Context: an optimization exercise on an open-source flow, tuned for small area. The choices shown serve that exercise and are no tape-out recipe. Function was checked by simulation only, so behaviour that the tests miss may differ from the original.

==> flow/design.v <==
package regfile_pkg;
    localparam int XLEN_DEFAULT = 32;
    localparam int NREG_DEFAULT = 32;
    localparam int AW_DEFAULT   = 5;
    typedef enum logic {
        RF_CLEAR = 1'b0,
        RF_READY = 1'b1
    } rf_state_t;
    typedef logic [AW_DEFAULT-1:0] reg_idx_t;
endpackage
module regfile_aoi222 (
    input  logic a0, b0, a1, b1, a2, b2,
    output logic y
);
    assign y = ~((a0 & b0) | (a1 & b1) | (a2 & b2));
endmodule
module regfile_nand2 (
    input  logic a, b,
    output logic y
);
    assign y = ~(a & b);
endmodule
module regfile_nand3 (
    input  logic a, b, c,
    output logic y
);
    assign y = ~(a & b & c);
endmodule
module regfile_nand4 (
    input  logic a, b, c, d,
    output logic y
);
    assign y = ~(a & b & c & d);
endmodule
module regfile_or3 (
    input  logic a, b, c,
    output logic y
);
    assign y = a | b | c;
endmodule
module regfile_rd_bit (
    input  logic [31:1] sel,
    input  logic [31:1] d,
    output logic        y
);
    logic [10:0] g;    
    logic [2:0]  h;    
    for (genvar k = 0; k < 10; k++) begin : g_aoi
        regfile_aoi222 u_aoi (
            .a0 (sel[3*k+1]), .b0 (d[3*k+1]),
            .a1 (sel[3*k+2]), .b1 (d[3*k+2]),
            .a2 (sel[3*k+3]), .b2 (d[3*k+3]),
            .y  (g[k])
        );
    end
    regfile_nand2 u_n31 (.a(sel[31]), .b(d[31]), .y(g[10]));
    regfile_nand4 u_h0 (.a(g[0]), .b(g[1]), .c(g[2]), .d(g[3]), .y(h[0]));
    regfile_nand4 u_h1 (.a(g[4]), .b(g[5]), .c(g[6]), .d(g[7]), .y(h[1]));
    regfile_nand3 u_h2 (.a(g[8]), .b(g[9]), .c(g[10]), .y(h[2]));
    regfile_or3   u_y  (.a(h[0]), .b(h[1]), .c(h[2]), .y(y));
endmodule
module regfile_rd_port
#(
    parameter int XLEN = regfile_pkg::XLEN_DEFAULT,
    parameter int NREG = regfile_pkg::NREG_DEFAULT,
    parameter int AW   = regfile_pkg::AW_DEFAULT
) (
    input  logic [AW-1:0]              raddr_q,
    input  logic [NREG-1:1][XLEN-1:0]  regs,
    output logic [XLEN-1:0]            rdata
);
    logic [NREG-1:1] sel;
    always_comb begin
        for (int i = 1; i < NREG; i++) begin
            sel[i] = (raddr_q == AW'(i));
        end
    end
    for (genvar b = 0; b < XLEN; b++) begin : g_bit
        logic [NREG-1:1] col;
        for (genvar i = 1; i < NREG; i++) begin : g_col
            assign col[i] = regs[i][b];
        end
        regfile_rd_bit u_bit (.sel(sel), .d(col), .y(rdata[b]));
    end
endmodule
module regfile_2r1w
#(
    parameter int XLEN = regfile_pkg::XLEN_DEFAULT,
    parameter int NREG = regfile_pkg::NREG_DEFAULT,
    parameter int AW   = regfile_pkg::AW_DEFAULT
) (
    input  logic            C,
    input  logic            R,
    input  logic            we,
    input  logic [AW-1:0]   waddr,
    input  logic [XLEN-1:0] wdata,
    input  logic [AW-1:0]   raddr1,
    input  logic [AW-1:0]   raddr2,
    output logic [XLEN-1:0] rdata1,
    output logic [XLEN-1:0] rdata2,
    output logic            busy
);
    logic [NREG-1:1][XLEN-1:0] regs_q;
    logic            clr_q;       
    logic [AW-1:0]   pa_q;        
    logic [XLEN-1:0] pd_q;        
    logic [AW-1:0]   ra1_q;
    logic [AW-1:0]   ra2_q;
    assign busy = R || clr_q;
    always_ff @(posedge C) begin
        if (R) begin
            clr_q <= 1'b1;
            pa_q  <= AW'(1);
        end else if (clr_q) begin
            clr_q <= (pa_q != AW'(NREG - 1));
            pa_q  <= pa_q + AW'(1);
        end else begin
            pa_q  <= we ? waddr : '0;
        end
    end
    always_ff @(posedge C) begin
        pd_q  <= busy ? '0 : wdata;
        ra1_q <= busy ? '0 : raddr1;
        ra2_q <= busy ? '0 : raddr2;
    end
    always_ff @(posedge C) begin
        for (int i = 1; i < NREG; i++) begin
            if (pa_q == AW'(i)) begin
                regs_q[i] <= pd_q;
            end
        end
    end
    regfile_rd_port #(
        .XLEN (XLEN),
        .NREG (NREG),
        .AW   (AW)
    ) u_rd_port1 (
        .raddr_q (ra1_q),
        .regs    (regs_q),
        .rdata   (rdata1)
    );
    regfile_rd_port #(
        .XLEN (XLEN),
        .NREG (NREG),
        .AW   (AW)
    ) u_rd_port2 (
        .raddr_q (ra2_q),
        .regs    (regs_q),
        .rdata   (rdata2)
    );
endmodule
==> flow/config.mk <==
export PLATFORM = sky130hd
export DESIGN_NAME = regfile_2r1w
export DESIGN_NICKNAME = regfile_2r1w
export VERILOG_FILES = /design/flow/design.v
export SDC_FILE = /design/flow/constraint.sdc
export NUM_CORES = 4
export LEC_CHECK = 0
export CAP_MARGIN = 20
export CORE_MARGIN = 2
export CORE_UTILIZATION = 60
export CTS_CLUSTER_DIAMETER = 90
export CTS_CLUSTER_SIZE = 30
export SETUP_SLACK_MARGIN = 0.1
export SLEW_MARGIN = 20
export SYNTH_HIERARCHICAL = 1
export SYNTH_MINIMUM_KEEP_SIZE = 0
==> flow/constraint.sdc <==
create_clock -name core_clock -period 5.0 [get_ports {C}]
set_input_delay 1.0000 -clock core_clock [delete_from_list [all_inputs] [get_ports {C}]]
set_output_delay 1.0000 -clock core_clock [all_outputs]
set_load 0.01 [all_outputs]
standard.sh (not shown) runs the stock make flow with config.mk's settings and CLKGATE_MAP_FILE= SYNTH_SCRIPT=/design/flow/synth_recipe.tcl, a recipe that flattens the netlist after the stock synthesis.
==> flow/flow/run.sh <==
#!/bin/bash
# The standard layout (the standard.sh, all ORFS steps), with one change:
# the port buffers that global placement inserts on every input and output
# are the smallest buffer, sky130_fd_sc_hd__buf_1, instead of the cell
# buffer_ports picks by default (clkdlybuf4s50_1).
set -euo pipefail
bash standard.sh "BUFFER_PORTS_ARGS=-buffer_cell sky130_fd_sc_hd__buf_1" finish > standard_flow.log 2>&1
Rerun with:
--- a/flow/design.v
+++ b/flow/design.v
@@ -61,19 +61,19 @@
 endmodule
 module regfile_rd_port
 #(
     parameter int XLEN = regfile_pkg::XLEN_DEFAULT,
-    parameter int NREG = regfile_pkg::NREG_DEFAULT,
-    parameter int AW   = regfile_pkg::AW_DEFAULT
+    parameter int NREG = regfile_pkg::NREG_DEFAULT
 ) (
-    input  logic [AW-1:0]              raddr_q,
+    input  logic [3:0]                 lo_n,
+    input  logic [NREG/4-1:0]          hi_n,
     input  logic [NREG-1:1][XLEN-1:0]  regs,
     output logic [XLEN-1:0]            rdata
 );
     logic [NREG-1:1] sel;
     always_comb begin
         for (int i = 1; i < NREG; i++) begin
-            sel[i] = (raddr_q == AW'(i));
+            sel[i] = !lo_n[i % 4] && !hi_n[i / 4];
         end
     end
     for (genvar b = 0; b < XLEN; b++) begin : g_bit
         logic [NREG-1:1] col;
@@ -103,10 +103,10 @@
     logic [NREG-1:1][XLEN-1:0] regs_q;
     logic            clr_q;       
     logic [AW-1:0]   pa_q;        
     logic [XLEN-1:0] pd_q;        
-    logic [AW-1:0]   ra1_q;
-    logic [AW-1:0]   ra2_q;
+    logic [3:0]        lo1_n_q, lo2_n_q;
+    logic [NREG/4-1:0] hi1_n_q, hi2_n_q;
     assign busy = R || clr_q;
     always_ff @(posedge C) begin
         if (R) begin
             clr_q <= 1'b1;
@@ -118,11 +118,17 @@
             pa_q  <= we ? waddr : '0;
         end
     end
     always_ff @(posedge C) begin
-        pd_q  <= busy ? '0 : wdata;
-        ra1_q <= busy ? '0 : raddr1;
-        ra2_q <= busy ? '0 : raddr2;
+        pd_q <= busy ? '0 : wdata;
+        for (int j = 0; j < 4; j++) begin
+            lo1_n_q[j] <= busy || (raddr1[1:0] != 2'(j));
+            lo2_n_q[j] <= busy || (raddr2[1:0] != 2'(j));
+        end
+        for (int k = 0; k < NREG / 4; k++) begin
+            hi1_n_q[k] <= busy || (raddr1[AW-1:2] != (AW-2)'(k));
+            hi2_n_q[k] <= busy || (raddr2[AW-1:2] != (AW-2)'(k));
+        end
     end
     always_ff @(posedge C) begin
         for (int i = 1; i < NREG; i++) begin
             if (pa_q == AW'(i)) begin
@@ -131,21 +137,21 @@
         end
     end
     regfile_rd_port #(
         .XLEN (XLEN),
-        .NREG (NREG),
-        .AW   (AW)
+        .NREG (NREG)
     ) u_rd_port1 (
-        .raddr_q (ra1_q),
-        .regs    (regs_q),
-        .rdata   (rdata1)
+        .lo_n  (lo1_n_q),
+        .hi_n  (hi1_n_q),
+        .regs  (regs_q),
+        .rdata (rdata1)
     );
     regfile_rd_port #(
         .XLEN (XLEN),
-        .NREG (NREG),
-        .AW   (AW)
+        .NREG (NREG)
     ) u_rd_port2 (
-        .raddr_q (ra2_q),
-        .regs    (regs_q),
-        .rdata   (rdata2)
+        .lo_n  (lo2_n_q),
+        .hi_n  (hi2_n_q),
+        .regs  (regs_q),
+        .rdata (rdata2)
     );
 endmodule
Result:
- cell area rises by 0.70%
- die area barely changes
- routed wire length rises by 5.5%
- global-route usage rises by 2.6 points
- critical path depth stays the same
- clock skew rises by 0.0092 ns
- core utilization falls by 0.24 points
- register-to-register slack is about the same
- sequential share of layout area rises by 0.15 points
- setup slack gets better by 0.17 ns
- hold slack gets worse by 0.031 ns

[re-timing with driven ports]
The flow's constraints put no driver on any port. The routed layouts listed below were extracted and timed again, unchanged, in two steps.
Step 1 assumes that a clkbuf_16 drives the clock port and a buf_2 every other input.
Step 2 adds t to the input delays and takes it off the output delays; t is the mean of the earliest and latest rising clock arrival at the registers after step 1. Input paths then give back, and output paths get back, about the clock's delay inside the block.
a / b / c = ideal ports / drivers / drivers and shift; a / b = the first two.
run | shift t [ns] | setup slack, ns | hold WS [ns] | latest minus earliest clock arrival (ns) | worst data-port slew with drivers (ns)
the first run | 0.688 | 0.209 / 0.144 / 0.831 | 0.570 / 0.533 / 0.642 | 0.025 / 0.025 | 0.06
the second run | 0.696 | 0.384 / 0.316 / 1.012 | 0.539 / 0.496 / 0.650 | 0.034 / 0.034 | 0.08
After both steps setup and hold are still met in every run listed.
